Source: an optimization exercise on an open RTL-to-GDS flow (aim: small area, a short achievable clock period and few clock cycles per item). Production flows keep margins and buffers that such runs may drop. At most, simulation tests tie the RTL to the original design; equivalence was not proved. No functional check of the RTL was part of runs 2 and 3. Power is estimated from default activity; no workload was simulated.

## flow/design.v (module list and top-level ports; edited modules follow where they fit)
// module dsp_fa: 10 lines
// module dsp_ha: 9 lines
// module dsp_slice_top: 1950 lines
module dsp_slice_top (
    input  logic                 w_CLK,
    input  logic                 RSTALLCARRYIN,
    input  logic                 wb_cyc,
    input  logic                 wb_stb,
    input  logic [103:0]         wb_op,
    output logic                 wb_ack,
    output logic                 res_valid,
    output logic [52:0]          res,
    input  logic                 res_ready
);
  // ...
==> flow/flow/run.sh <==
#!/bin/bash
# The standard layout (standard.sh: the ORFS flow and synthesis), with
# the port buffers made of plain buffers instead of ORFS's default pick.
set -euo pipefail
export BUFFER_PORTS_ARGS="-buffer_cell sky130_fd_sc_hd__buf_2"
bash standard.sh > standard.log 2>&1
==> flow/standard.sh <==
#!/bin/bash
# synth_recipe.tcl (not shown) runs the flow's synth.tcl, then flattens the netlist and writes it again
# the make line also repeats each setting of config.mk as NAME=value (left out here)
make -C /OpenROAD-flow-scripts/flow DESIGN_CONFIG=/design/flow/config.mk WORK_HOME=/design/flow/orfs CLKGATE_MAP_FILE= SYNTH_SCRIPT=/design/flow/synth_recipe.tcl "${@:-finish}"
==> flow/config.mk <==
export PLATFORM = sky130hd
export DESIGN_NAME = dsp_slice_top
export DESIGN_NICKNAME = dsp_slice_top
export VERILOG_FILES = /design/flow/design.v
export SDC_FILE = /design/flow/constraint.sdc
export NUM_CORES = 4
export LEC_CHECK = 0
export CAP_MARGIN = 20
export CORE_MARGIN = 2
export CORE_UTILIZATION = 40
export SETUP_SLACK_MARGIN = 2.0
export SLEW_MARGIN = 20
export SYNTH_HIERARCHICAL = 1
export SYNTH_MINIMUM_KEEP_SIZE = 0
==> flow/constraint.sdc <==
create_clock -name core_clock -period 7.5 [get_ports {w_CLK}]
set_input_delay 1.5000 -clock core_clock [delete_from_list [all_inputs] [get_ports {w_CLK}]]
set_output_delay 1.5000 -clock core_clock [all_outputs]
set_load 0.01 [all_outputs]
==> results.txt, run 1 <==
status timing/DRC/antenna clean; initial drt markers 2396; HPWL Detailed 58.2 mm; first-pass GRT wire length 125 mm; Worst Max-Slew Pin Slew 1010 ps; PnR worst setup slack 2180 ps; multi-input gates 1742; Async S/R FF share, synth 0%; Ys Warns 7; instance count on the critical path 18; router iterations before antenna repair 6; Sw Ratio 49.3%; mapped cell area 24500 µm²; final core utilization 45.0%; setup bufs post-CTS 9; multi-input logic portion of the cell area 63.9%; Most flops, register res; hold depth 2; Crit path top cell by count fa_1; cts hold-fix bufs 0; Synth top cells by count 389 x xnor2_1, 327 x fa_1, 227 x a22oi_1, 207 x edfxtp_1, 141 x clkbuf_1; register area 6320 µm²; Regs by FF count res x53, q0 x50, q1 x50; met2 usage 40.2%; RSZ-0062 raised after global routing true; path type of the worst min-delay path flop to flop; final global-route overflow total 0; total power draw 13.5 mW; largest net degree at the start of global routing 85; highest routing layer actually used met4; Fillers 5466; Clock Power Share 9.4%; CP required 7810 ps; gr usage total 26.1%; Slowest cell on crit path fa_1; PwrDens 498 nW/µm²; DRC viols 0; Non-clock buffering overhead 4.85%
Testbench counts, summed over its fixed seeds: cycles 18,888, items 16,000.
==> run 2: changes to the inputs <==
--- a/flow/design.v
+++ b/flow/design.v
@@ -66,16 +66,42 @@
     input  logic a,
     input  logic b,
     output logic s,
     output logic co
 );
     assign s  = a ^ b;
     assign co = a & b;
 endmodule
+module dsp_benc (
+    input  logic [1:0] x_sel,
+    input  logic       sub,
+    input  logic       b1,
+    input  logic       b0,
+    input  logic       bm,
+    output logic       one,
+    output logic       two,
+    output logic       neg
+);
+    logic x_mult;
+    assign x_mult = (x_sel == 2'd1);
+    assign one = x_mult & (b0 ^ bm);
+    assign two = x_mult & ((b1 & ~b0 & ~bm) | (~b1 & b0 & bm));
+    assign neg = x_mult & (b1 ^ sub);
+endmodule
+module dsp_xg (
+    input  logic [1:0] x_sel,
+    input  logic       sub,
+    input  logic [7:0] ab,
+    output logic [7:0] x
+);
+    logic x_ab;
+    assign x_ab = (x_sel == 2'd3);
+    assign x = {8{x_ab}} & (ab ^ {8{sub}});
+endmodule
 `default_nettype wire
 `timescale 1ns/1ps
 `default_nettype none
 module dsp_slice_top (
     input  logic                 w_CLK,
     input  logic                 RSTALLCARRYIN,
     input  logic                 wb_cyc,
     input  logic                 wb_stb,
@@ -109,18 +135,21 @@
     assign z_p    = (z_sel == 2'd1);
     assign z_c    = (z_sel == 2'd2);
     assign z_sh   = (z_sel == 2'd3);
     logic neg_m, x_neg, k0, k48;
     assign neg_m = x_mult & (|am) & (|b) & (am[26] ^ b[17]);
     assign x_neg = sub & (x_ab | x_p);
     assign k0    = cin ^ sub;
     assign k48   = sub ? ~(neg_m | x_neg) : neg_m;
-    logic [47:0] xab, yrow, zrow;
-    assign xab  = {48{x_ab}} & ({a, b} ^ {48{sub}});
+    logic [47:0] ab, xab, yrow, zrow;
+    assign ab = {a, b};
+    for (genvar g = 0; g < 6; g++) begin : g_x
+        dsp_xg u_xg (.x_sel(x_sel), .sub(sub), .ab(ab[8*g +: 8]), .x(xab[8*g +: 8]));
+    end
     assign yrow = ({48{y_c}} & c | {48{y_ones}}) ^ {48{sub}};
     assign zrow = {48{z_c}} & c;
     logic s1_valid, s1_adv, s1_free, accept;
     assign s1_adv  = s1_valid & (~res_valid | res_ready);
     assign s1_free = ~s1_valid | ~res_valid | res_ready;
     assign accept  = wb_cyc & wb_stb & s1_free;
     assign wb_ack  = accept;
     always_ff @(posedge w_CLK) begin
@@ -871,19 +900,17 @@
     logic c712;
     logic s713;
     logic c714;
     logic s715;
     logic c716;
     logic s717;
     logic c718;
     logic s719;
-    assign bo0 = x_mult & (b[0] ^ 1'b0);
-    assign bt0 = x_mult & ((b[1] & ~b[0] & ~1'b0) | (~b[1] & b[0] & 1'b0));
-    assign bn0 = x_mult & (b[1] ^ sub);
+    dsp_benc u_be0 (.x_sel(x_sel), .sub(sub), .b1(b[1]), .b0(b[0]), .bm(1'b0), .one(bo0), .two(bt0), .neg(bn0));
     assign pp1 = (bo0 & am[0]) ^ bn0;
     assign pm2 = pp1 | xab[0];
     assign pp3 = ((bo0 & am[1]) | (bt0 & am[0])) ^ bn0;
     assign pm4 = pp3 | xab[1];
     assign pp5 = ((bo0 & am[2]) | (bt0 & am[1])) ^ bn0;
     assign pp6 = ((bo0 & am[3]) | (bt0 & am[2])) ^ bn0;
     assign pp7 = ((bo0 & am[4]) | (bt0 & am[3])) ^ bn0;
     assign pp8 = ((bo0 & am[5]) | (bt0 & am[4])) ^ bn0;
@@ -905,19 +932,17 @@
     assign pp24 = ((bo0 & am[21]) | (bt0 & am[20])) ^ bn0;
     assign pp25 = ((bo0 & am[22]) | (bt0 & am[21])) ^ bn0;
     assign pp26 = ((bo0 & am[23]) | (bt0 & am[22])) ^ bn0;
     assign pp27 = ((bo0 & am[24]) | (bt0 & am[23])) ^ bn0;
     assign pp28 = ((bo0 & am[25]) | (bt0 & am[24])) ^ bn0;
     assign pp29 = ((bo0 & am[26]) | (bt0 & am[25])) ^ bn0;
     assign pp30 = ((bo0 & am[26]) | (bt0 & am[26])) ^ bn0;
     assign ps31 = ~pp30;
-    assign bo1 = x_mult & (b[2] ^ b[1]);
-    assign bt1 = x_mult & ((b[3] & ~b[2] & ~b[1]) | (~b[3] & b[2] & b[1]));
-    assign bn1 = x_mult & (b[3] ^ sub);
+    dsp_benc u_be1 (.x_sel(x_sel), .sub(sub), .b1(b[3]), .b0(b[2]), .bm(b[1]), .one(bo1), .two(bt1), .neg(bn1));
     assign pp32 = (bo1 & am[0]) ^ bn1;
     assign pm33 = pp32 | xab[2];
     assign pp34 = ((bo1 & am[1]) | (bt1 & am[0])) ^ bn1;
     assign pm35 = pp34 | xab[3];
     assign pp36 = ((bo1 & am[2]) | (bt1 & am[1])) ^ bn1;
     assign pp37 = ((bo1 & am[3]) | (bt1 & am[2])) ^ bn1;
     assign pp38 = ((bo1 & am[4]) | (bt1 & am[3])) ^ bn1;
     assign pp39 = ((bo1 & am[5]) | (bt1 & am[4])) ^ bn1;
@@ -939,19 +964,17 @@
     assign pp55 = ((bo1 & am[21]) | (bt1 & am[20])) ^ bn1;
     assign pp56 = ((bo1 & am[22]) | (bt1 & am[21])) ^ bn1;
     assign pp57 = ((bo1 & am[23]) | (bt1 & am[22])) ^ bn1;
     assign pp58 = ((bo1 & am[24]) | (bt1 & am[23])) ^ bn1;
     assign pp59 = ((bo1 & am[25]) | (bt1 & am[24])) ^ bn1;
     assign pp60 = ((bo1 & am[26]) | (bt1 & am[25])) ^ bn1;
     assign pp61 = ((bo1 & am[26]) | (bt1 & am[26])) ^ bn1;
     assign ps62 = ~pp61;
-    assign bo2 = x_mult & (b[4] ^ b[3]);
-    assign bt2 = x_mult & ((b[5] & ~b[4] & ~b[3]) | (~b[5] & b[4] & b[3]));
-    assign bn2 = x_mult & (b[5] ^ sub);
+    dsp_benc u_be2 (.x_sel(x_sel), .sub(sub), .b1(b[5]), .b0(b[4]), .bm(b[3]), .one(bo2), .two(bt2), .neg(bn2));
     assign pp63 = (bo2 & am[0]) ^ bn2;
     assign pm64 = pp63 | xab[4];
     assign pp65 = ((bo2 & am[1]) | (bt2 & am[0])) ^ bn2;
     assign pm66 = pp65 | xab[5];
     assign pp67 = ((bo2 & am[2]) | (bt2 & am[1])) ^ bn2;
     assign pp68 = ((bo2 & am[3]) | (bt2 & am[2])) ^ bn2;
     assign pp69 = ((bo2 & am[4]) | (bt2 & am[3])) ^ bn2;
     assign pp70 = ((bo2 & am[5]) | (bt2 & am[4])) ^ bn2;
@@ -973,19 +996,17 @@
     assign pp86 = ((bo2 & am[21]) | (bt2 & am[20])) ^ bn2;
     assign pp87 = ((bo2 & am[22]) | (bt2 & am[21])) ^ bn2;
     assign pp88 = ((bo2 & am[23]) | (bt2 & am[22])) ^ bn2;
     assign pp89 = ((bo2 & am[24]) | (bt2 & am[23])) ^ bn2;
     assign pp90 = ((bo2 & am[25]) | (bt2 & am[24])) ^ bn2;
     assign pp91 = ((bo2 & am[26]) | (bt2 & am[25])) ^ bn2;
     assign pp92 = ((bo2 & am[26]) | (bt2 & am[26])) ^ bn2;
     assign ps93 = ~pp92;
-    assign bo3 = x_mult & (b[6] ^ b[5]);
-    assign bt3 = x_mult & ((b[7] & ~b[6] & ~b[5]) | (~b[7] & b[6] & b[5]));
-    assign bn3 = x_mult & (b[7] ^ sub);
+    dsp_benc u_be3 (.x_sel(x_sel), .sub(sub), .b1(b[7]), .b0(b[6]), .bm(b[5]), .one(bo3), .two(bt3), .neg(bn3));
     assign pp94 = (bo3 & am[0]) ^ bn3;
     assign pm95 = pp94 | xab[6];
     assign pp96 = ((bo3 & am[1]) | (bt3 & am[0])) ^ bn3;
     assign pm97 = pp96 | xab[7];
     assign pp98 = ((bo3 & am[2]) | (bt3 & am[1])) ^ bn3;
     assign pp99 = ((bo3 & am[3]) | (bt3 & am[2])) ^ bn3;
     assign pp100 = ((bo3 & am[4]) | (bt3 & am[3])) ^ bn3;
     assign pp101 = ((bo3 & am[5]) | (bt3 & am[4])) ^ bn3;
@@ -1007,19 +1028,17 @@
     assign pp117 = ((bo3 & am[21]) | (bt3 & am[20])) ^ bn3;
     assign pp118 = ((bo3 & am[22]) | (bt3 & am[21])) ^ bn3;
     assign pp119 = ((bo3 & am[23]) | (bt3 & am[22])) ^ bn3;
     assign pp120 = ((bo3 & am[24]) | (bt3 & am[23])) ^ bn3;
     assign pp121 = ((bo3 & am[25]) | (bt3 & am[24])) ^ bn3;
     assign pp122 = ((bo3 & am[26]) | (bt3 & am[25])) ^ bn3;
     assign pp123 = ((bo3 & am[26]) | (bt3 & am[26])) ^ bn3;
     assign ps124 = ~pp123;
-    assign bo4 = x_mult & (b[8] ^ b[7]);
-    assign bt4 = x_mult & ((b[9] & ~b[8] & ~b[7]) | (~b[9] & b[8] & b[7]));
-    assign bn4 = x_mult & (b[9] ^ sub);
+    dsp_benc u_be4 (.x_sel(x_sel), .sub(sub), .b1(b[9]), .b0(b[8]), .bm(b[7]), .one(bo4), .two(bt4), .neg(bn4));
     assign pp125 = (bo4 & am[0]) ^ bn4;
     assign pm126 = pp125 | xab[8];
     assign pp127 = ((bo4 & am[1]) | (bt4 & am[0])) ^ bn4;
     assign pm128 = pp127 | xab[9];
     assign pp129 = ((bo4 & am[2]) | (bt4 & am[1])) ^ bn4;
     assign pp130 = ((bo4 & am[3]) | (bt4 & am[2])) ^ bn4;
     assign pp131 = ((bo4 & am[4]) | (bt4 & am[3])) ^ bn4;
     assign pp132 = ((bo4 & am[5]) | (bt4 & am[4])) ^ bn4;
@@ -1041,19 +1060,17 @@
     assign pp148 = ((bo4 & am[21]) | (bt4 & am[20])) ^ bn4;
     assign pp149 = ((bo4 & am[22]) | (bt4 & am[21])) ^ bn4;
     assign pp150 = ((bo4 & am[23]) | (bt4 & am[22])) ^ bn4;
     assign pp151 = ((bo4 & am[24]) | (bt4 & am[23])) ^ bn4;
     assign pp152 = ((bo4 & am[25]) | (bt4 & am[24])) ^ bn4;
     assign pp153 = ((bo4 & am[26]) | (bt4 & am[25])) ^ bn4;
     assign pp154 = ((bo4 & am[26]) | (bt4 & am[26])) ^ bn4;
     assign ps155 = ~pp154;
-    assign bo5 = x_mult & (b[10] ^ b[9]);
-    assign bt5 = x_mult & ((b[11] & ~b[10] & ~b[9]) | (~b[11] & b[10] & b[9]));
-    assign bn5 = x_mult & (b[11] ^ sub);
+    dsp_benc u_be5 (.x_sel(x_sel), .sub(sub), .b1(b[11]), .b0(b[10]), .bm(b[9]), .one(bo5), .two(bt5), .neg(bn5));
     assign pp156 = (bo5 & am[0]) ^ bn5;
     assign pm157 = pp156 | xab[10];
     assign pp158 = ((bo5 & am[1]) | (bt5 & am[0])) ^ bn5;
     assign pm159 = pp158 | xab[11];
     assign pp160 = ((bo5 & am[2]) | (bt5 & am[1])) ^ bn5;
     assign pp161 = ((bo5 & am[3]) | (bt5 & am[2])) ^ bn5;
     assign pp162 = ((bo5 & am[4]) | (bt5 & am[3])) ^ bn5;
     assign pp163 = ((bo5 & am[5]) | (bt5 & am[4])) ^ bn5;
@@ -1075,19 +1092,17 @@
     assign pp179 = ((bo5 & am[21]) | (bt5 & am[20])) ^ bn5;
     assign pp180 = ((bo5 & am[22]) | (bt5 & am[21])) ^ bn5;
     assign pp181 = ((bo5 & am[23]) | (bt5 & am[22])) ^ bn5;
     assign pp182 = ((bo5 & am[24]) | (bt5 & am[23])) ^ bn5;
     assign pp183 = ((bo5 & am[25]) | (bt5 & am[24])) ^ bn5;
     assign pp184 = ((bo5 & am[26]) | (bt5 & am[25])) ^ bn5;
     assign pp185 = ((bo5 & am[26]) | (bt5 & am[26])) ^ bn5;
     assign ps186 = ~pp185;
-    assign bo6 = x_mult & (b[12] ^ b[11]);
-    assign bt6 = x_mult & ((b[13] & ~b[12] & ~b[11]) | (~b[13] & b[12] & b[11]));
-    assign bn6 = x_mult & (b[13] ^ sub);
+    dsp_benc u_be6 (.x_sel(x_sel), .sub(sub), .b1(b[13]), .b0(b[12]), .bm(b[11]), .one(bo6), .two(bt6), .neg(bn6));
     assign pp187 = (bo6 & am[0]) ^ bn6;
     assign pm188 = pp187 | xab[12];
     assign pp189 = ((bo6 & am[1]) | (bt6 & am[0])) ^ bn6;
     assign pm190 = pp189 | xab[13];
     assign pp191 = ((bo6 & am[2]) | (bt6 & am[1])) ^ bn6;
     assign pp192 = ((bo6 & am[3]) | (bt6 & am[2])) ^ bn6;
     assign pp193 = ((bo6 & am[4]) | (bt6 & am[3])) ^ bn6;
     assign pp194 = ((bo6 & am[5]) | (bt6 & am[4])) ^ bn6;
@@ -1109,19 +1124,17 @@
     assign pp210 = ((bo6 & am[21]) | (bt6 & am[20])) ^ bn6;
     assign pp211 = ((bo6 & am[22]) | (bt6 & am[21])) ^ bn6;
     assign pp212 = ((bo6 & am[23]) | (bt6 & am[22])) ^ bn6;
     assign pp213 = ((bo6 & am[24]) | (bt6 & am[23])) ^ bn6;
     assign pp214 = ((bo6 & am[25]) | (bt6 & am[24])) ^ bn6;
     assign pp215 = ((bo6 & am[26]) | (bt6 & am[25])) ^ bn6;
     assign pp216 = ((bo6 & am[26]) | (bt6 & am[26])) ^ bn6;
     assign ps217 = ~pp216;
-    assign bo7 = x_mult & (b[14] ^ b[13]);
-    assign bt7 = x_mult & ((b[15] & ~b[14] & ~b[13]) | (~b[15] & b[14] & b[13]));
-    assign bn7 = x_mult & (b[15] ^ sub);
+    dsp_benc u_be7 (.x_sel(x_sel), .sub(sub), .b1(b[15]), .b0(b[14]), .bm(b[13]), .one(bo7), .two(bt7), .neg(bn7));
     assign pp218 = (bo7 & am[0]) ^ bn7;
     assign pm219 = pp218 | xab[14];
     assign pp220 = ((bo7 & am[1]) | (bt7 & am[0])) ^ bn7;
     assign pm221 = pp220 | xab[15];
     assign pp222 = ((bo7 & am[2]) | (bt7 & am[1])) ^ bn7;
     assign pp223 = ((bo7 & am[3]) | (bt7 & am[2])) ^ bn7;
     assign pp224 = ((bo7 & am[4]) | (bt7 & am[3])) ^ bn7;
     assign pp225 = ((bo7 & am[5]) | (bt7 & am[4])) ^ bn7;
@@ -1143,19 +1156,17 @@
     assign pp241 = ((bo7 & am[21]) | (bt7 & am[20])) ^ bn7;
     assign pp242 = ((bo7 & am[22]) | (bt7 & am[21])) ^ bn7;
     assign pp243 = ((bo7 & am[23]) | (bt7 & am[22])) ^ bn7;
     assign pp244 = ((bo7 & am[24]) | (bt7 & am[23])) ^ bn7;
     assign pp245 = ((bo7 & am[25]) | (bt7 & am[24])) ^ bn7;
     assign pp246 = ((bo7 & am[26]) | (bt7 & am[25])) ^ bn7;
     assign pp247 = ((bo7 & am[26]) | (bt7 & am[26])) ^ bn7;
     assign ps248 = ~pp247;
-    assign bo8 = x_mult & (b[16] ^ b[15]);
-    assign bt8 = x_mult & ((b[17] & ~b[16] & ~b[15]) | (~b[17] & b[16] & b[15]));
-    assign bn8 = x_mult & (b[17] ^ sub);
+    dsp_benc u_be8 (.x_sel(x_sel), .sub(sub), .b1(b[17]), .b0(b[16]), .bm(b[15]), .one(bo8), .two(bt8), .neg(bn8));
     assign pp249 = (bo8 & am[0]) ^ bn8;
     assign pm250 = pp249 | xab[16];
     assign pp251 = ((bo8 & am[1]) | (bt8 & am[0])) ^ bn8;
     assign pm252 = pp251 | xab[17];
     assign pp253 = ((bo8 & am[2]) | (bt8 & am[1])) ^ bn8;
     assign pm254 = pp253 | xab[18];
     assign pp255 = ((bo8 & am[3]) | (bt8 & am[2])) ^ bn8;
     assign pm256 = pp255 | xab[19];
@@ -1538,20 +1549,17 @@
             q_yc  <= y_c;
             q_yo  <= y_ones;
             q_zc  <= z_c;
             q_n8  <= bn8;
             q_c   <= c;
         end
     end
     logic [47:0] p_q, p_sh, xprow, zprow;
-    logic        pd_q, pbd_q, p_clr;
-    assign p_q   = res[52:5];
-    assign pd_q  = res[3];
-    assign pbd_q = res[2];
+    logic        co_q, pdp_q, pbdp_q, p_clr;
     assign p_sh  = {{17{p_q[47]}}, p_q[47:17]};
     logic [47:0] yprow;
     assign xprow = {48{q_xp & ~p_clr}} & (p_q ^ {48{q_sub}}) | {48{q_xp & p_clr & q_sub}} | {31'd0, q_n8, 16'd0};
     assign yprow = ({48{q_yc}} & q_c | {48{q_yo}}) ^ {48{q_sub}};
     assign zprow = {48{q_zc}} & q_c | {48{q_zp & ~p_clr}} & p_q | {48{q_zsh & ~p_clr}} & p_sh;
     logic s720;
     logic c721;
     logic s722;
@@ -1992,36 +2000,34 @@
     dsp_fa u_s1006 (.a(s812), .b(c907), .ci(s908), .s(s1006), .co(c1007));
     dsp_fa u_s1008 (.a(s814), .b(c909), .ci(s910), .s(s1008), .co(c1009));
     dsp_fa u_s1010 (.a(s912), .b(c815), .ci(c911), .s(s1010), .co(c1011));
     dsp_fa u_s1012 (.a(q0[49]), .b(q1[49]), .ci(c913), .s(s1012), .co(c1013));
     logic [49:0] u0, u1, t;
     assign u0 = {s1012, s1010, c1007, c1005, c1003, c1001, c999, c997, c995, c993, c991, c989, c987, c985, c983, c981, c979, c977, c975, c973, c971, c969, c967, c965, c963, c961, c959, c957, c955, c953, c951, c949, c947, c945, c943, c941, c939, c937, c935, c933, c931, c929, c927, c925, c923, c921, c919, c917, c915, s816};
     assign u1 = {c1011, c1009, s1008, s1006, s1004, s1002, s1000, s998, s996, s994, s992, s990, s988, s986, s984, s982, s980, s978, s976, s974, s972, s970, s968, s966, s964, s962, s960, s958, s956, s954, s952, s950, s948, s946, s944, s942, s940, s938, s936, s934, s932, s930, s928, s926, s924, s922, s920, s918, s916, s914};
     assign t  = u0 + u1;
-    logic [47:0] p_new;
-    logic        co_new, pd_new, pbd_new, nodet;
-    assign p_new   = t[47:0];
-    assign co_new  = q_sub ? ~t[49] : t[48];
-    assign pd_new  = ~p_new[47] & ~p_new[46];
-    assign pbd_new = p_new[47] & p_new[46];
-    assign nodet   = ~pd_new & ~pbd_new;
     always_ff @(posedge w_CLK) begin
         if (RSTALLCARRYIN) begin
             res_valid <= 1'b0;
             p_clr     <= 1'b1;
-            res[3:2]  <= 2'b00;
         end else if (s1_adv) begin
             res_valid <= 1'b1;
             p_clr     <= 1'b0;
-            res[3:2]  <= {pd_new, pbd_new};
         end else if (res_ready) begin
             res_valid <= 1'b0;
         end
     end
     always_ff @(posedge w_CLK) begin
         if (s1_adv) begin
-            res[52:4] <= {p_new, co_new};
-            res[1:0]  <= {pd_q & nodet, pbd_q & nodet};
+            p_q    <= t[47:0];
+            co_q   <= q_sub ? ~t[49] : t[48];
+            pdp_q  <= ~p_clr & ~p_q[47] & ~p_q[46];
+            pbdp_q <= ~p_clr & p_q[47] & p_q[46];
         end
     end
+    logic pd, pbd, nodet;
+    assign pd    = ~p_q[47] & ~p_q[46];
+    assign pbd   = p_q[47] & p_q[46];
+    assign nodet = p_q[47] ^ p_q[46];
+    assign res   = {p_q, co_q, pd, pbd, pdp_q & nodet, pbdp_q & nodet};
 endmodule
 `default_nettype wire
==> run 2 against run 1 <==
  * Clock power fell by 9%
  * Fmax down 0.95%
  * Final cell count up 0.36%
  * Critical path depth is 1 lower
  * Combinational power decreased by 9.0%
  * Largest cell class unchanged
==> results.txt, run 2 <==
Regs by FF count q0 x50, q1 x50 (was res x53, q0 x50, q1 x50); top-count cell post-synth xnor2_1 (unchanged); syn avg cell area 10.9 µm² (was 11.0 µm²); top_reg_cell synth edfxtp_1 (unchanged); final core utilization 44.7% (was 45.0%); number of synthesized flops with an enable pin 207 (unchanged); CP arrival 5650 ps (was 5630 ps); WS Path Type flop to flop (unchanged); Synth top area share 26.6% (was 26.7%); routed vias/inst 6.03 (was 6.13); DRC viols 0 (unchanged); setup TNS 0 ps (unchanged); CTS HTree Levels 1 (unchanged); HPWL Detailed 57.3 mm (was 58.2 mm); Core Footprint 60600 µm² (was 60500 µm²); Seq cells post-synth 210 (was 212); largest net degree at the start of global routing 83 (was 85); RSZ-0062 raised after global routing false (was true); router iterations before antenna repair 10 (was 6); most common cell after layout, fill and taps aside xnor2_1 (unchanged); CP required 7780 ps (was 7810 ps); Layout Cells excl Fill 3099 (was 3088); Worst Max-Slew Pin Slew 1160 ps (was 1010 ps); element type at the critical path end flop (unchanged); Slew headroom 22.6% (was 32.9%); Peak VDD IR 0.310 mV (was 0.287 mV); Max-Cap Viols 0 (unchanged); clk sinks 210 (was 212); full die area 63600 µm² (was 63300 µm²); fmax 186 MHz (was 188 MHz); gr usage total 24.2% (was 26.1%); remaining antenna violation count after routing 0 (unchanged); CTS tree yes (unchanged); die height 252 µm (about the same); cell taking the most area after synthesis fa_1 (unchanged); reg2reg path depth 17 (was 18); largest cells by area after synthesis fa_1 27%, edfxtp_1 25%, xnor2_1 12% (was fa_1 27%, edfxtp_1 25%, xnor2_1 14%); Post-Syn Instances 2264 (was 2221); TritonCTS buffer count 22 (was 27); mapped cell area 24600 µm² (was 24500 µm²); Slew Limit Fails 0 (unchanged); cell area after placement 26100 µm² (was 25900 µm²); initial antenna violation count 1 (was 3); gpl congestion 0.918 (was 0.935); Root Buffer clkbuf_16 (unchanged); Die X 252 µm (about the same); Ys Warns 7 (unchanged); FP Rows 90 (unchanged); area occupied by multi-input gates 17500 µm² (was 17400 µm²); Yosys cell types 70 (was 66); fin crit period 5370 ps (was 5320 ps); total power draw 12.5 mW (was 13.5 mW); Synth top cells by count 345 x xnor2_1, 327 x fa_1, 236 x a22oi_1, 207 x edfxtp_1 (was 389 x xnor2_1, 327 x fa_1, 227 x a22oi_1, 207 x edfxtp_1, 141 x clkbuf_1); maximum clock path buffer count 3 (unchanged); Async S/R FF share, synth 0% (unchanged); clk latency of the worst-skew pair 540 ps (was 570 ps); initial core utilization 40.7% (was 40.5%); Design Area, Final 27100 µm² (was 27200 µm²); first-pass GRT wire length 118 mm (was 125 mm); crit share post-route 71.6% (was 70.9%); total I/O pin count 164 (unchanged); PortBufs 163 (unchanged); post-synthesis sequential area ratio 25.5% (was 25.8%); share of post-route cells with drive strength above 1 13.0% (was 14.3%); Final Skew 12.8 ps (was 15.2 ps); final WL 78.7 mm (was 84.4 mm); register area 6280 µm² (was 6320 µm²); vias 18700 (was 18900); PwrDens 463 nW/µm² (was 498 nW/µm²); number of global-route vias before repair 18400 (was 19300); path type of the worst min-delay path flop to flop (unchanged); final global-route overflow total 0 (unchanged); crit start category flop (unchanged); wire per inst 25.4 µm (was 27.3 µm); clk slew on worst S/H paths 60 ps (about the same); Leak 10.7 nW (was 10.3 nW); Inst Count DP 3040 (was 3006); initial drt markers 2117 (was 2396); P&R area growth vs syn 9.95% (was 10.9%); Fillers 5601 (was 5466); Hold Vio Cnt, Final 0 (unchanged); nets@finish 2807 (was 2792); Final setup viols 0 (unchanged); most frequent cells in the layout 345 x xnor2_1, 327 x fa_1, 236 x a22oi_1, 207 x edfxtp_1, 162 x buf_2 (was 389 x xnor2_1, 327 x fa_1, 227 x a22oi_1, 207 x edfxtp_1, 163 x buf_2); status timing/DRC/antenna clean (unchanged); hold depth 2 (unchanged); critical-path maximum fanout 21 (was 14)
==> run 2: cell types whose count changed after synthesis, sizes merged, moves of 45 or more <==
cell,change
and2,-48
and3,+60
a21oi,+46
o21a,+45
nor2b,-45
nor2,+55
==> run 2: stage by stage <==
stage | setup WS [ps] | hold WS, ps
floorplan | 2190 | 493
global placement | 1600 | 573
detailed placement | 1570 | 581
CTS | 2010 | 593
global route | 2010 | 623
finish | 2130 | 590
==> run 2: critical path, cell delays in order, from the launching register on <==
cell and delay, ps:
edfxtp_1 420, buf_4 170, inv_6 90, and3_1 190, o21a_1 180, fa_1 420
fa_1 530, fa_1 440, ha_1 370, a21oi_1 250, o21ai_0 210, a211o_1 330
and3_4 210, o2111ai_4 240, a2111oi_1 120, o31a_1 300, or3_1 310, a311o_1 340
==> run 2: layer usage <==
| layer | vias to the layer above | GRT usage [%] | wire, µm | part of all wire [%] |
|---|---|---|---|---|
| met5 | - | 0 | 0 | 0 |
| met3 | 95 | 3.22 | 6800 | 8.6 |
| met2 | 993 | 36.8 | 34600 | 44 |
| met4 | 0 | 6.36 | 2060 | 2.6 |
| li1 | 8134 | - | - | - |
| met1 | 9463 | 36.3 | 35300 | 45 |
==> run 2: layout make-up <==
class                      instances  area share, %
antenna                            2         0.0185
clock buffer                      27           2.18
clock inverter                    13          0.564
inverter                          53          0.859
multi-input combinational       1789           64.7
sequential                       210           23.2
tap                              782           3.61
timing repair buffer             222           4.88
timing repair inverter             1         0.0323
==> run 2: logic make-up after synthesis <==
logic type,share of synthesized area (%)
adder cells (fa/ha/maj),30.2
multiplexers,0.0406
AO/OA/AOI/OAI,18.0
AND/OR/NAND/NOR,7.59
buffers and inverters,4.33
other,0.0152
flip-flops,25.5
XOR/XNOR,14.3
==> run 2: report_power, final <==
part	leakage [nW]	internal [mW]	switching (mW)
Combinational	8.11	3.58	5.13
Clock	0.352	0.666	0.482
Sequential	2.19	2.16	0.519
Total	10.7	6.41	6.13
==> run 2: final timing paths <==
kind	end	slack (ps)	from
min	res_valid	590	s1_valid
min reg2reg	res_valid	590	s1_valid
max	co_q	2130	q_sub
max reg2reg	co_q	2130	q_sub
==> run 2: modules after synthesis (local to each module, per instance) <==
module	copies in the design	cells	cell area, µm²
dsp_benc	9	8	52.6
dsp_fa	326	1	20.0
dsp_ha	21	1	12.5
dsp_slice_top	1	1737	16700
dsp_xg	6	18	115
==> run 2: repair_timing <==
item	CTS	global route
cloned	1	2
hold buffers	0	0
gates resized for setup	5	17
setup endpoints to repair	11	11
buffers inserted	1	11
pin swaps	1	0
==> run 3: changes to the inputs <==
--- a/flow/config.mk
+++ b/flow/config.mk
@@ -8,7 +8,7 @@
 export CAP_MARGIN = 20
 export CORE_MARGIN = 2
 export CORE_UTILIZATION = 40
-export SETUP_SLACK_MARGIN = 2.0
+export SETUP_SLACK_MARGIN = 1.5
 export SLEW_MARGIN = 20
 export SYNTH_HIERARCHICAL = 1
 export SYNTH_MINIMUM_KEEP_SIZE = 0
==> run 3 against run 2 <==
  * Still clean
  * Design area down 1.0%
  * Clock skew up 2.8 ps
  * Utilization fell by 0.46 points
  * Fmax decreased by 6.8%
  * Combinational power shrank 0.5%
  * Flip-flop and latch count unchanged
  * Critical endpoint is now p_q[42]
==> results.txt, run 3 <==
status timing/DRC/antenna clean (unchanged); gr usage total 25.0% (was 24.2%); Slew Limit Fails 0 (unchanged); fin crit period 5760 ps (was 5370 ps); Inst Count DP 3036 (was 3040); Peak VDD IR 0.307 mV (was 0.310 mV); RR Startpoint q_sub (unchanged); Layout Cells excl Fill 3076 (was 3099); fmax 174 MHz (was 186 MHz); Synth top area share 26.6% (unchanged); final core utilization 44.2% (was 44.7%); Async S/R FF share, synth 0% (unchanged); Max-Cap Viols 0 (unchanged); CP arrival 6030 ps (was 5650 ps); Final Skew 15.6 ps (was 12.8 ps); worst path bufs/invs 1 (was 2); Hold Path Sink res_valid (unchanged); Final setup viols 0 (unchanged); PnR worst setup slack 1740 ps (was 2130 ps); most frequent cells in the layout 345 x xnor2_1, 327 x fa_1, 236 x a22oi_1, 207 x edfxtp_1, 162 x buf_2 (unchanged); P&R area growth vs syn 8.81% (was 9.95%); share of post-route cells with drive strength above 1 12.1% (was 13.0%); die height 252 µm (unchanged); Crit path top cell by count fa_1 (unchanged); Design Area, Final 26800 µm² (was 27100 µm²); cell taking the most area after synthesis fa_1 (unchanged); Seq cells post-synth 210 (unchanged); Antenna Diode Count 0 (was 2); Post-Syn Instances 2264 (unchanged); Ys Warns 7 (unchanged); reg2reg path depth 16 (was 17); element type at the critical path end flop (unchanged); total I/O pin count 164 (unchanged); remaining antenna violation count after routing 0 (unchanged); final global-route overflow total 0 (unchanged); initial antenna violation count 3 (was 1); Hold Path Origin s1_valid (unchanged); CTS tree yes (unchanged); HPWL Detailed 57.8 mm (was 57.3 mm); Slowest cell on crit path o311ai_2 (was fa_1); Hold Vio Cnt, Final 0 (unchanged); DRC viols 0 (unchanged); critical-path maximum fanout 36 (was 21); worst hold margin 557 ps (was 590 ps); Synth top cells by count 345 x xnor2_1, 327 x fa_1, 236 x a22oi_1, 207 x edfxtp_1 (unchanged); clk slew on worst S/H paths 70 ps (was 60 ps); setup bufs post-CTS 0 (was 1); CP required 7770 ps (was 7780 ps); mapped cell area 24600 µm² (unchanged); CTS HTree Levels 1 (unchanged); initial core utilization 40.7% (unchanged); gpl congestion 0.917 (was 0.918); full die area 63600 µm² (unchanged); crit share post-route 76.8% (was 71.6%); top_reg_cell synth edfxtp_1 (unchanged); number of global-route vias before repair 19200 (was 18400); number of synthesized flops with an enable pin 207 (unchanged); TritonCTS buffer count 22 (unchanged); initial drt markers 2159 (was 2117); maximum clock path buffer count 3 (unchanged); FF-to-FF End p_q[42] (was co_q); vias 18900 (was 18700); PwrDens 465 nW/µm² (was 463 nW/µm²); Root Buffer clkbuf_16 (unchanged); R2R Setup Slk 1740 ps (was 2130 ps); hold depth 2 (unchanged); wire per inst 25.9 µm (was 25.4 µm); crit-path cells clkinv_2 > and3_1 > o21a_1 > fa_1 > fa_1 > fa_1 > ha_1 > o211ai_1 > o21ai_1 > a21oi_1 > o41a_1 > nor3_1 > a22oi_1 > o311ai_2 > a41oi_1 > xnor2_1 (was buf_4 > inv_6 > and3_1 > o21a_1 > fa_1 > fa_1 > fa_1 > ha_1 > a21oi_1 > o21ai_0 > a211o_1 > and3_4 > o2111ai_4 > a2111oi_1 > o31a_1 > or3_1 > a311o_1); routed vias/inst 6.14 (was 6.03); Core Footprint 60600 µm² (unchanged); path type of the worst min-delay path flop to flop (unchanged); first-pass GRT wire length 122 mm (was 118 mm); setup TNS 0 ps (unchanged); crit-path max cell delay 520 ps (was 530 ps); largest net degree at the start of global routing 60 (was 83); FP Rows 90 (unchanged); Worst Max-Slew Pin Slew 1190 ps (was 1160 ps); clk sinks 210 (unchanged); crit start category flop (unchanged); Regs by FF count q0 x50, q1 x50 (unchanged); dpl ws 1600 ps (was 1570 ps); router iterations before antenna repair 6 (was 10); Leak 10.5 nW (was 10.7 nW); Yosys cell types 70 (unchanged); nets@finish 2787 (was 2807); largest cells by area after synthesis fa_1 27%, edfxtp_1 25%, xnor2_1 12% (unchanged); PortBufs 163 (unchanged); most common cell after layout, fill and taps aside xnor2_1 (unchanged); syn avg cell area 10.9 µm² (unchanged); Die X 252 µm (unchanged); clk latency of the worst-skew pair 530 ps (was 540 ps); critical path's top delay family compound AO/OA/AOI/OAI gates (unchanged); top-count cell post-synth xnor2_1 (unchanged); final WL 79.8 mm (was 78.7 mm); post-synthesis sequential area ratio 25.5% (unchanged); RSZ-0062 raised after global routing true (was false); cell area after placement 26100 µm² (about the same); WS Path Type flop to flop (unchanged); Slew headroom 20.6% (was 22.6%); total power draw 12.5 mW (about the same)
[run 3: cell count changes in the layout (fill, tap and decap cells not counted), moves of 3 or more]
cell        delta
buf_4         -14
clkinv_1       +3
clkinvlp_4     -3
nor2b_2        -3
[run 3: worst max path at each step]
stage / start / endpoint / slack [ps] / cells after the start
2_1_floorplan: res_ready / q0[0] / 1910 / 2
3_3_place_gp: wb_op[7] / q1[16] / 1650 / 10
3_5_place_dp: wb_op[6] / q1[16] / 1600 / 10
4_1_cts: p_clr / p_q[42] / 1610 / 16
5_1_grt: q_sub / co_q / 1400 / 17
6_report: q_sub / p_q[42] / 1740 / 16
[run 3: Yosys stat by module (local to each module, per instance)]
module	flops+latches	area (µm²)	cells inside
dsp_slice_top	210	16700	1737
dsp_ha	0	12.5	1
dsp_fa	0	20.0	1
dsp_xg	0	115	18
dsp_benc	0	52.6	8
[run 3: worst register-to-register path, cell delays in order, from the launching register on]
cell,delay [ps]
edfxtp_1,360
clkinv_2,350
and3_1,350
o21a_1,170
fa_1,380
fa_1,510
fa_1,430
ha_1,380
o211ai_1,140
o21ai_1,320
a21oi_1,140
o41a_1,380
nor3_1,410
a22oi_1,300
o311ai_2,520
a41oi_1,210
xnor2_1,160
[run 3: cell families after synthesis]
logic type / Yosys count / synth area share (%)
buf+inv: 268 / 4.33
fa+ha+maj: 399 / 30.2
xor+xnor: 403 / 14.3
mux: 1 / 0.0406
flops: 210 / 25.5
other cells: 1 / 0.0152
simple gates: 351 / 7.59
compound gates: 631 / 18.0
[run 3: metal layers]
metal | wire length [µm] | global-route usage (%) | vias to the layer above
met4 | 2150 | 7.34 | 2
met5 | 11 | 0 | -
met3 | 8620 | 5.18 | 117
met1 | 34400 | 36.7 | 9541
met2 | 34600 | 37.0 | 1120
li1 | - | - | 8097
[run 3: cell type report]
type                       instances  area (µm²)
timing repair buffer             204        1140
fill                            5628       33800
clock buffer                      25         583
multi-input combinational       1788       17500
tap                              782         978
inverter                          53         203
clock inverter                    14         125
sequential                       210        6280
[run 3: timing repair]
| item | CTS | global route |
|---|---|---|
| gates resized for setup | 0 | 5 |
| hold buffers | 0 | 0 |
| endpoints found under the setup margin | 0 | 6 |
[run 3: power by group]
part           switching, mW  internal, mW  total, mW
clock network          0.470         0.628       1.10
logic                   5.11          3.57       8.67
registers              0.534          2.16       2.70

re-timing with driven ports:
In the flow no input, the clock included, has a driving cell. The finished layouts below were timed again as built, in two steps.
Step 1: set_driving_cell puts a clkbuf_16 on w_CLK and a buf_2 on each other input, an assumption about the parent block.
Step 2 also shifts input and output timing later by t, the mid clock arrival at the registers, as if the neighbouring blocks saw the same clock.
Three values: ideal ports, drivers, drivers and shift; two values: the first two.
run	t, ns	setup slack, ns	worst register clock-pin slew, ns	cell pins on the clock port's net
run 1	0.615	2.183 / 2.183 / 1.587	0.07 / 0.07	1
run 2	0.587	2.132 / 2.132 / 1.569	0.07 / 0.07	1
run 3	0.581	1.740 / 1.740 / 1.546	0.07 / 0.07	1
After both steps setup and hold are still met in every run listed. For run 1, which loses most, drivers alone change the setup slack by 0.000 ns; drivers and shift together by -0.596 ns.
